From an optimization exercise on the open Yosys and OpenROAD flow, aimed at small area, a short achievable clock period and few clock cycles; shortcuts taken in it are not production practice. The RTL was checked by simulation tests, not by an equivalence proof against the original design. Power is estimated from default activity; no workload was simulated.

==> run M <==
## exec_unit_top
module exec_unit_top #(
  parameter int NUM_REGS = exec_pkg::NUM_REGS
) (
  input wire clk,
  input wire rst,
  input wire psel,
  input wire penable,
  input wire pwrite,
  input wire [exec_pkg::APB_AW-1:0] paddr,
  input wire [31:0] pwdata,
  output logic [31:0] prdata,
  output logic pready,
  output logic pslverr
);
  localparam int W = exec_pkg::WORD_W;
  logic [NUM_REGS-1:0][W-1:0] regs;
  logic [NUM_REGS-1:0] valid;        
  logic [NUM_REGS-1:0][3:0] flg;
  exec_pkg::word_t imm_q;
  logic imm_lo_v, imm_hi_v;          
  exec_pkg::word_t imm_v;
  exec_pkg::reg_idx_t sel_q;
  logic [31:0] lo_q;
  logic [NUM_REGS-1:0] oh_a_q, oh_b_q, ohf_a_q;
  logic fwd_a_q, fwd_b_q, fwdf_a_q;
  logic [NUM_REGS-1:0] dst_q;        
  logic cmd_q, hi_q;                 
  exec_pkg::cond_e cond_q;
  logic azero_q, shl_q, sxt_q, imm_b_q, sub_q, bzero_q;
  logic add_q, and_q, xor_q, or_q, shr_q, sar_q;
  logic imm_lo_q, imm_hi_q, sel_wr_q, lo_wr_q;
  logic [31:0] prdata_q;
  logic pslverr_q;
  logic pready_q;
  exec_pkg::word_t a_q, b_q;
  logic cin_q, xadd_q, xand_q, xxor_q, xor2_q, xshr_q, xshl_q, xsar_q;
  logic [31:0] blk_g_q, blk_p_q;
  logic [NUM_REGS-1:0] xw_q;         
  logic xfw_q;                       
  exec_pkg::word_t res_q;
  exec_pkg::flags_t resf_q;
  logic [NUM_REGS-1:0] w_q;
  logic fw_q;
  logic setup;
  logic is_cmd, is_imm_lo, is_imm_hi, is_sel, is_lo, is_hi, is_flags, mapped, sel_bad;
  exec_pkg::reg_idx_t op, rd, ra, rb, sel_next;
  logic op_valid;
  logic [NUM_REGS-1:0] oh_sel;
  logic [31:0] rd_mux;
  assign setup = psel && !penable;
  ...
export LEC_CHECK = 0
export CAP_MARGIN = 20
export CORE_MARGIN = 2
export CORE_UTILIZATION = 40
export CTS_CLUSTER_DIAMETER = 80
export CTS_CLUSTER_SIZE = 24
export PLACE_DENSITY = 0.6
export SETUP_SLACK_MARGIN = 5
export SLEW_MARGIN = 20
create_clock -name core_clock -period 10.0 [get_ports {clk}]
standard.sh (not shown) runs the stock make flow with config.mk's settings and CLKGATE_MAP_FILE= SYNTH_SCRIPT=/design/flow/synth_recipe.tcl, a recipe that flattens the netlist after the stock synthesis.
==> flow/flow/run.sh <==
#!/bin/bash
set -euo pipefail
MARGIN=$(cat flow/margin.txt)
bash standard.sh SETUP_SLACK_MARGIN="$MARGIN" \
  BUFFER_PORTS_ARGS="-buffer_cell sky130_fd_sc_hd__buf_4" finish > standard_flow.log 2>&1
==> flow/flow/margin.txt <==
6.55
==> run R: changes against run M <==
--- a/flow/design.v
+++ b/flow/design.v
@@ -84,29 +84,34 @@
 `default_nettype none
 module alu_pre (
   input wire exec_pkg::word_t a,         
   input wire exec_pkg::word_t b,         
   input wire cin,
-  output logic [31:0] blk_g,             
-  output logic [31:0] blk_p              
+  output logic [15:0] blk_g,             
+  output logic [15:0] blk_p              
 );
   logic [63:0] g, p;
   assign g = a & b;
   assign p = a ^ b;
   always_comb begin
-    for (int k = 0; k < 32; k++) begin
-      blk_g[k] = g[2*k+1] | (p[2*k+1] & g[2*k]);
-      blk_p[k] = p[2*k+1] & p[2*k];
+    for (int k = 0; k < 16; k++) begin
+      logic g10, p10, g32, p32;
+      g10 = g[4*k+1] | (p[4*k+1] & g[4*k]);
+      p10 = p[4*k+1] & p[4*k];
+      g32 = g[4*k+3] | (p[4*k+3] & g[4*k+2]);
+      p32 = p[4*k+3] & p[4*k+2];
+      blk_g[k] = g32 | (p32 & g10);
+      blk_p[k] = p32 & p10;
     end
   end
 endmodule
 module int_alu (
   input wire exec_pkg::word_t a,
   input wire exec_pkg::word_t b,
   input wire cin,
-  input wire [31:0] blk_g,
-  input wire [31:0] blk_p,
+  input wire [15:0] blk_g,
+  input wire [15:0] blk_p,
   input wire sel_add,
   input wire sel_and,
   input wire sel_xor,
   input wire sel_or,
   input wire sel_shr,
@@ -116,47 +121,69 @@
   output logic c,
   output logic v,
   output logic z
 );
   logic [63:0] g, p, sum;
-  logic [32:0] bc;                       
+  logic [16:0] bc;                       
   exec_pkg::word_t sh, sh_rev, other;
   assign g = a & b;
   assign p = a ^ b;
   always_comb begin
-    logic [31:0] gg, pp, gn, pn;
+    logic [15:0] gg, pp, gn, pn;
     gg = blk_g;
     pp = blk_p;
     gg[0] = gg[0] | (pp[0] & cin);
-    for (int l = 0; l < 5; l++) begin
+    for (int l = 0; l < 4; l++) begin
       gn = gg;
       pn = pp;
-      for (int k = 0; k < 32; k++) begin
+      for (int k = 0; k < 16; k++) begin
         if ((k >> l) & 1) begin
           gn[k] = gg[k] | (pp[k] & gg[((k >> l) << l) - 1]);
           pn[k] = pp[k] & pp[((k >> l) << l) - 1];
         end
       end
       gg = gn;
       pp = pn;
     end
     bc[0] = cin;
-    for (int k = 0; k < 32; k++) bc[k + 1] = gg[k];
+    for (int k = 0; k < 16; k++) bc[k + 1] = gg[k];
   end
   always_comb begin
-    for (int k = 0; k < 32; k++) begin
-      sum[2*k] = p[2*k] ^ bc[k];
-      sum[2*k+1] = p[2*k+1] ^ (g[2*k] | (p[2*k] & bc[k]));
+    for (int k = 0; k < 16; k++) begin
+      logic [3:0] gg, pp, gn, pn;
+      logic [3:0] ci;
+      gg = g[4*k +: 4];
+      pp = p[4*k +: 4];
+      for (int l = 0; l < 2; l++) begin
+        gn = gg;
+        pn = pp;
+        for (int j = 0; j < 4; j++) begin
+          if ((j >> l) & 1) begin
+            gn[j] = gg[j] | (pp[j] & gg[((j >> l) << l) - 1]);
+            pn[j] = pp[j] & pp[((j >> l) << l) - 1];
+          end
+        end
+        gg = gn;
+        pp = pn;
+      end
+      ci[0] = bc[k];
+      for (int j = 1; j < 4; j++) ci[j] = gg[j-1] | (pp[j-1] & bc[k]);
+      sum[4*k +: 4] = p[4*k +: 4] ^ ci;
     end
   end
-  assign c = bc[32];
+  assign c = bc[16];
   assign v = (a[63] == b[63]) & (sum[63] != a[63]);
   logic fill;
   exec_pkg::word_t sh0, sh1;
   assign fill = sar & a[63];
   always_comb begin
-    sh0 = a;
+    case (b[1:0])
+      2'd0: sh0 = a;
+      2'd1: sh0 = {fill, a[63:1]};
+      2'd2: sh0 = {{2{fill}}, a[63:2]};
+      default: sh0 = {{3{fill}}, a[63:3]};
+    endcase
     case (b[3:2])
       2'd0: sh1 = sh0;
       2'd1: sh1 = {{4{fill}}, sh0[63:4]};
       2'd2: sh1 = {{8{fill}}, sh0[63:8]};
       default: sh1 = {{12{fill}}, sh0[63:12]};
@@ -179,33 +206,16 @@
   for (genvar i = 1; i < 64; i++) begin : g_z
     assign zt[i] = p[i] == (g[i-1] | p[i-1]);
   end
   assign z_add = &zt;
   for (genvar i = 0; i < 64; i++) begin : g_keep
-    assign keep[i] = i >= {b[5:2], 2'b00};
+    assign keep[i] = i >= b[5:0];
   end
   assign z_sh = !(|(a & keep)) && !fill;
   assign z_logic = other == '0;
   assign z = sel_add ? z_add : (sel_shr || sel_shl) ? z_sh : z_logic;
 endmodule
-module pre_shift (
-  input wire exec_pkg::word_t a,
-  input wire [1:0] s,
-  input wire sar,
-  output exec_pkg::word_t y
-);
-  logic fill;
-  assign fill = sar & a[63];
-  always_comb begin
-    case (s)
-      2'd0: y = a;
-      2'd1: y = {fill, a[63:1]};
-      2'd2: y = {{2{fill}}, a[63:2]};
-      default: y = {{3{fill}}, a[63:3]};
-    endcase
-  end
-endmodule
 `default_nettype wire
 `timescale 1ns/1ps
 `default_nettype none
 module exec_ctrl (
   input wire exec_pkg::cond_e cond,
@@ -272,11 +282,11 @@
   logic [31:0] prdata_q;
   logic pslverr_q;
   logic pready_q;
   exec_pkg::word_t a_q, b_q;
   logic cin_q, xadd_q, xand_q, xxor_q, xor2_q, xshr_q, xshl_q, xsar_q;
-  logic [31:0] blk_g_q, blk_p_q;
+  logic [15:0] blk_g_q, blk_p_q;
   logic [NUM_REGS-1:0] xw_q;         
   logic xfw_q;                       
   exec_pkg::word_t res_q;
   exec_pkg::flags_t resf_q;
   logic [NUM_REGS-1:0] w_q;
@@ -395,12 +405,11 @@
     endcase
     if (!mapped) rd_mux = '0;
   end
   logic cond_ok;
   exec_pkg::word_t a_d, b_d;
-  logic [31:0] blk_g, blk_p;
-  exec_pkg::word_t a_sh;
+  logic [15:0] blk_g, blk_p;
   exec_ctrl cc (.cond(cond_q), .f(fa), .ok(cond_ok));
   always_comb begin
     if (azero_q) begin
       a_d = '0;
     end else if (shl_q) begin
@@ -423,13 +432,12 @@
     end else begin
       b_d = vb;
     end
   end
   alu_pre pre (.a(a_d), .b(b_d), .cin(sub_q), .blk_g(blk_g), .blk_p(blk_p));
-  pre_shift psh (.a(a_d), .s(b_d[1:0]), .sar(sar_q), .y(a_sh));
   always_ff @(posedge clk) begin
-    a_q <= (shr_q || shl_q) ? a_sh : a_d;
+    a_q <= a_d;
     b_q <= b_d;
     cin_q <= sub_q;
     xadd_q <= add_q;
     xand_q <= and_q;
     xxor_q <= xor_q;
==> flow/flow/margin.txt (replaced) <==
6.5
==> summary of the runs <==
In run R the wire length is smaller than in run M, by about 2.8%. Between run R and run M, the lower global-route usage is in run R (gap 1.5 points). Against run R, the synthesized cell count of run M is higher by about 2%. Between run R and run M, the lower sequential share of layout area is in run R (gap 0.16 points). Against run R, the clock power of run M is larger by about 8%.
==> figures <==
Outcome: run R complete, no violations; run M complete, no violations
Number of rows created at floorplan: run R 158; run M 159
Mean Syn Cell Area: run R 11.8 um^2; run M 11.6 um^2
Startpoint of the most critical hold path: run R sar_q; run M xor_q
Proportion of power drawn by the clock network: run R 38.0%; run M 38.1%
Share of final-layout standard cells stronger than drive strength 1: run R 13.0%; run M 13.0%
Combinational gate power: run R 0.153 mW; run M 0.403 mW
Net switching power: run R 2.57 mW; run M 3.01 mW
Cell count of the worst reg-to-reg path: run R 8; run M 10
Compound-gate portion of the synthesized area: run R 19.6%; run M 20.7%
Utilization of the core after routing: run R 44.7%; run M 44.8%
Testbench counts of run M, summed over its fixed seeds: cycles 9,648.
Testbench counts of run R, summed over its fixed seeds: cycles 9,648.

what the ideal ports hide:
In the flow no input, the clock included, has a driving cell. The finished layouts below were timed again as built, in two steps.
Step 1 sets driving cells, clkbuf_16 on the clock port and buf_2 on the other inputs (assumed; they add their load-dependent delay and slew).
Step 2 times the ports against the registers' clock, not the clock port: input delays grow and output delays shrink by t, the midpoint of the rising clock arrivals with the driver on.
a / b / c = ideal ports / drivers / drivers and shift; a / b = the first two.
run | t, ns | setup WS [ns] | worst data-port slew with drivers (ns)
run M | 0.877 | 6.384 / 6.384 / 5.805 | 0.12
run R | 0.854 | 6.409 / 6.409 / 5.916 | 0.10
After both steps every run listed still meets setup and hold. The setup slack of run M, which loses most, moves by 0.000 ns with the drivers and by -0.579 ns with both steps.
